Background: an optimization exercise with open tools, aiming at small area, a short achievable clock period and few clock cycles per item. Do not read the settings as production practice. RTL that was checked went through simulation tests only; none was proved equivalent to the original. Power and IR drop assume default switching activity.

Design wdd_top, start of the top module:
module wdd_top (
  input  logic        clk_i,
  input  logic        rst_ni,
  input  logic        in_valid_i,
  output logic        in_stall_o,
  input  logic [31:0] in_value_i,
  input  logic        in_last_i,
  output logic        out_valid_o,
  input  logic        out_stall_i,
  output logic        out_match_now_o,
  output logic        out_found_so_far_o,
  output logic        out_array_done_o,
  input  logic        cfg_we_i,
  input  logic [4:0]  cfg_wdata_i
);
  wdd_pkg::wdd_in_t  in_data;
  wdd_pkg::wdd_out_t out_data;
  assign in_data.value     = in_value_i;
  assign in_data.last_item = in_last_i;
  windowed_duplicate_detector u_wdd (
    .clk_i(clk_i), .rst_ni(rst_ni),
    .in_valid_i(in_valid_i), .in_stall_o(in_stall_o), .in_data_i(in_data),
    .out_valid_o(out_valid_o), .out_stall_i(out_stall_i), .out_data_o(out_data),
    .cfg_we_i(cfg_we_i), .cfg_wdata_i(cfg_wdata_i)
  );
  assign out_match_now_o    = out_data.match_now;
  assign out_found_so_far_o = out_data.found_so_far;
  assign out_array_done_o   = out_data.array_done;
endmodule
Size: ~1500 cells after synthesis, roughly 550 flip-flops, roughly 48 I/O pins.
==> module windowed_duplicate_detector, before the edit <==
module windowed_duplicate_detector
#(
  parameter int MAX_WINDOW = wdd_pkg::DefaultMaxWindow
) (
  input  logic                clk_i,
  input  logic                rst_ni,
  input  logic                in_valid_i,
  output logic                in_stall_o,
  input  wdd_pkg::wdd_in_t             in_data_i,
  output logic                out_valid_o,
  input  logic                out_stall_i,
  output wdd_pkg::wdd_out_t            out_data_o,
  input  logic                cfg_we_i,
  input  logic [wdd_pkg::WindowKW-1:0] cfg_wdata_i
);
  localparam int N     = MAX_WINDOW;
  localparam int PhW   = (N > 16) ? 5 : (N > 8) ? 4 : (N > 4) ? 3 : (N > 2) ? 2 : 1;
  localparam int CntW  = (N > 15) ? 5 : (N > 7) ? 4 : (N > 3) ? 3 : (N > 1) ? 2 : 1;
  localparam int NGrp  = (N % 4 == 0) ? 4 : 1;
  localparam int GrpSz = N / NGrp;
  localparam int QD    = 3;
  logic [N-1:0][wdd_pkg::ValueW-1:0] ring_q;
  logic [CntW-1:0]              fill_q, fill_d;
  logic [PhW-1:0]               phase_q, phase_d;
  logic [wdd_pkg::WindowKW-1:0] window_k_q, window_k_d;
  logic                         stall_q, stall_d;
  logic                         in_xfer;
  logic [N-1:0]                 in_window;
  logic [N-1:0]                 hit_vec;
  logic [NGrp-1:0]              grp_hit;
  logic [NGrp-1:0]              hit_q;
  logic                         hlast_q;
  logic                         hvalid_q;
  logic                         seen_q;
  wdd_pkg::wdd_out_t            res;
  logic [QD-1:0][2:0]           q_data, q_data_d;
  logic [QD-1:0]                q_valid, q_valid_d;
  logic                         pop;
  assign in_stall_o = stall_q;
  assign in_xfer    = in_valid_i && !stall_q;
  always_ff @(posedge clk_i) begin
    ring_q[0] <= in_xfer ? in_data_i.value : ring_q[N-1];
    for (int j = 1; j < N; j++) begin
      ring_q[j] <= ring_q[j-1];
    end
  end
  for (genvar gi = 0; gi < N; gi++) begin : g_cell
    assign in_window[gi] = (CntW'(gi) < fill_q) && (32'(gi) < 32'(window_k_q));
    wdd_cell u_cell (
      .in_window_i(in_window[gi]),
      .probe_i    (in_data_i.value),
      .value_i    (ring_q[gi]),
      .hit_o      (hit_vec[gi])
    );
  end
  for (genvar gg = 0; gg < NGrp; gg++) begin : g_grp
    assign grp_hit[gg] = |hit_vec[gg*GrpSz +: GrpSz];
  end
  always_comb begin
    fill_d  = fill_q;
    phase_d = (phase_q == PhW'(N - 1)) ? '0 : phase_q + PhW'(1);
    if (in_xfer) begin
      phase_d = '0;
      if (in_data_i.last_item) begin
        fill_d = '0;
      end else if (fill_q != CntW'(N)) begin
        fill_d = fill_q + CntW'(1);
      end
    end
  end
  always_comb begin
    if (32'(cfg_wdata_i) > N) begin
      window_k_d = wdd_pkg::WindowKW'(N);
    end else begin
      window_k_d = cfg_wdata_i;
    end
  end
  always_ff @(posedge clk_i or negedge rst_ni) begin
    if (!rst_ni) begin
      window_k_q <= '0;
    end else if (cfg_we_i) begin
      window_k_q <= window_k_d;
    end
  end
  always_ff @(posedge clk_i or negedge rst_ni) begin
    if (!rst_ni) begin
      fill_q   <= '0;
      phase_q  <= '0;
      hvalid_q <= 1'b0;
    end else begin
      fill_q   <= fill_d;
      phase_q  <= phase_d;
      hvalid_q <= in_xfer;
    end
  end
  always_ff @(posedge clk_i) begin
    hit_q   <= grp_hit;
    hlast_q <= in_data_i.last_item;
  end
  always_comb begin
    res.match_now    = |hit_q;
    res.found_so_far = seen_q || res.match_now;
    res.array_done   = hlast_q;
  end
  always_ff @(posedge clk_i or negedge rst_ni) begin
    if (!rst_ni) begin
      seen_q <= 1'b0;
    end else if (hvalid_q) begin
      seen_q <= hlast_q ? 1'b0 : res.found_so_far;
    end
  end
  assign pop = q_valid[0] && !out_stall_i;
  always_comb begin
    logic [QD-1:0] v_after;
    logic          placed;
    v_after = pop ? (q_valid >> 1) : q_valid;
    placed  = 1'b0;
    q_valid_d = v_after;
    for (int e = 0; e < QD; e++) begin
      q_data_d[e] = (pop && e < QD - 1) ? q_data[(e < QD - 1) ? e + 1 : e] : q_data[e];
      if (hvalid_q && !placed && !v_after[e]) begin
        q_data_d[e]  = res;
        q_valid_d[e] = 1'b1;
        placed       = 1'b1;
      end
    end
  end
  always_ff @(posedge clk_i or negedge rst_ni) begin
    if (!rst_ni) begin
      q_valid <= '0;
    end else begin
      q_valid <= q_valid_d;
    end
  end
  always_ff @(posedge clk_i) begin
    for (int e = 0; e < QD; e++) begin
      q_data[e] <= q_data_d[e];
    end
  end
  assign stall_d = q_valid_d[QD-1] || (q_valid_d[QD-2] && in_xfer) ||
                   ((fill_d != '0) && (phase_d != '0));
  always_ff @(posedge clk_i or negedge rst_ni) begin
    if (!rst_ni) begin
      stall_q <= 1'b0;
    end else begin
      stall_q <= stall_d;
    end
  end
  assign out_valid_o = q_valid[0];
  assign out_data_o  = q_data[0];
endmodule
Settings: LEC_CHECK=0, CAP_MARGIN=20, CORE_MARGIN=2, CORE_UTILIZATION=40, SETUP_SLACK_MARGIN=2.5, SLEW_MARGIN=20; clock period 4.0 ns.
run.sh (not shown) runs the stock make flow with config.mk's settings and CLKGATE_MAP_FILE= SYNTH_SCRIPT=/design/flow/synth_recipe.tcl, a recipe that flattens the netlist after the stock synthesis.
The starting point finished clean.
Testbench counts at the start, summed over its fixed seeds: cycles 16,795, items 16,384.
Change:
--- a/flow/design.v
+++ b/flow/design.v
@@ -37,19 +37,18 @@
 );
   localparam int N     = MAX_WINDOW;
-  localparam int PhW   = (N > 16) ? 5 : (N > 8) ? 4 : (N > 4) ? 3 : (N > 2) ? 2 : 1;
   localparam int CntW  = (N > 15) ? 5 : (N > 7) ? 4 : (N > 3) ? 3 : (N > 1) ? 2 : 1;
-  localparam int NGrp  = (N % 4 == 0) ? 4 : 1;
-  localparam int GrpSz = N / NGrp;
-  localparam int QD    = 3;
-  logic [N-1:0][wdd_pkg::ValueW-1:0] ring_q;
+  localparam int QD    = 4;
+  logic [N:0][wdd_pkg::ValueW-1:0] ring_q;
   logic [CntW-1:0]              fill_q, fill_d;
-  logic [PhW-1:0]               phase_q, phase_d;
+  logic [CntW-1:0]              phase_q, phase_d;
   logic [wdd_pkg::WindowKW-1:0] window_k_q, window_k_d;
   logic                         stall_q, stall_d;
   logic                         in_xfer;
+  logic                         pvalid_q;
+  logic                         plast_q;
+  logic [CntW-1:0]              span_q, span_d;
   logic [N-1:0]                 in_window;
   logic [N-1:0]                 hit_vec;
-  logic [NGrp-1:0]              grp_hit;
-  logic [NGrp-1:0]              hit_q;
+  logic [N-1:0]                 hit_q;
   logic                         hlast_q;
   logic                         hvalid_q;
@@ -62,24 +61,12 @@
   assign in_xfer    = in_valid_i && !stall_q;
   always_ff @(posedge clk_i) begin
-    ring_q[0] <= in_xfer ? in_data_i.value : ring_q[N-1];
-    for (int j = 1; j < N; j++) begin
+    ring_q[0] <= in_xfer ? in_data_i.value : ring_q[N];
+    for (int j = 1; j <= N; j++) begin
       ring_q[j] <= ring_q[j-1];
     end
   end
-  for (genvar gi = 0; gi < N; gi++) begin : g_cell
-    assign in_window[gi] = (CntW'(gi) < fill_q) && (32'(gi) < 32'(window_k_q));
-    wdd_cell u_cell (
-      .in_window_i(in_window[gi]),
-      .probe_i    (in_data_i.value),
-      .value_i    (ring_q[gi]),
-      .hit_o      (hit_vec[gi])
-    );
-  end
-  for (genvar gg = 0; gg < NGrp; gg++) begin : g_grp
-    assign grp_hit[gg] = |hit_vec[gg*GrpSz +: GrpSz];
-  end
   always_comb begin
     fill_d  = fill_q;
-    phase_d = (phase_q == PhW'(N - 1)) ? '0 : phase_q + PhW'(1);
+    phase_d = (phase_q == CntW'(N)) ? '0 : phase_q + CntW'(1);
     if (in_xfer) begin
       phase_d = '0;
@@ -91,4 +78,5 @@
     end
   end
+  assign span_d = (32'(fill_q) < 32'(window_k_q)) ? fill_q : CntW'(window_k_q);
   always_comb begin
     if (32'(cfg_wdata_i) > N) begin
@@ -109,14 +97,27 @@
       fill_q   <= '0;
       phase_q  <= '0;
+      pvalid_q <= 1'b0;
       hvalid_q <= 1'b0;
     end else begin
       fill_q   <= fill_d;
       phase_q  <= phase_d;
-      hvalid_q <= in_xfer;
+      pvalid_q <= in_xfer;
+      hvalid_q <= pvalid_q;
     end
   end
   always_ff @(posedge clk_i) begin
-    hit_q   <= grp_hit;
-    hlast_q <= in_data_i.last_item;
+    span_q  <= span_d;
+    plast_q <= in_data_i.last_item;
+    hit_q   <= hit_vec;
+    hlast_q <= plast_q;
+  end
+  for (genvar gi = 0; gi < N; gi++) begin : g_cell
+    assign in_window[gi] = (CntW'(gi) < span_q);
+    wdd_cell u_cell (
+      .in_window_i(in_window[gi]),
+      .probe_i    (ring_q[0]),
+      .value_i    (ring_q[gi+1]),
+      .hit_o      (hit_vec[gi])
+    );
   end
   always_comb begin
@@ -160,5 +161,7 @@
     end
   end
-  assign stall_d = q_valid_d[QD-1] || (q_valid_d[QD-2] && in_xfer) ||
+  assign stall_d = q_valid_d[QD-1] ||
+                   (q_valid_d[QD-2] && (in_xfer || pvalid_q)) ||
+                   (q_valid_d[QD-3] && in_xfer && pvalid_q) ||
                    ((fill_d != '0) && (phase_d != '0));
   always_ff @(posedge clk_i or negedge rst_ni) begin
Outcome:
- critical path depth stays the same
- via count goes up by 0.55%
- final cell count climbs by 8.4%
- power goes down by 9.8%
- maximum frequency rises by 1.9%
For the second run of this note, only the layout was checked, not whether the RTL still works.

## port drivers added, routing unchanged
How much do the figures lean on ideal ports? The routed layouts below were timed once more, with nothing changed but the port constraints. Step 1 (the two cells are an assumption about what drives the block):
set clk [get_ports {clk_i}]
set_driving_cell -lib_cell sky130_fd_sc_hd__clkbuf_16 $clk
set_driving_cell -lib_cell sky130_fd_sc_hd__buf_2 [delete_from_list [all_inputs] $clk]
Step 2 times the ports against the registers' clock, not the clock port: input delays grow and output delays shrink by t, the midpoint of the rising clock arrivals with the driver on. Three values: ideal, step 1, step 2; two values: the first two.
| run | shift t [ns] | slack for setup (ns) | worst setup path after step 2 | pins driven straight from the clock port |
|---|---|---|---|---|
| the first run | 0.654 | 2.005 / 1.947 / 1.567 | input to register | 1 |
| the second run | 0.662 | 2.043 / 1.988 / 1.617 | input to register | 1 |
After both steps every run listed still meets setup and hold. The setup slack of the first run, which loses most, moves by -0.058 ns with the drivers and by -0.438 ns with both steps.
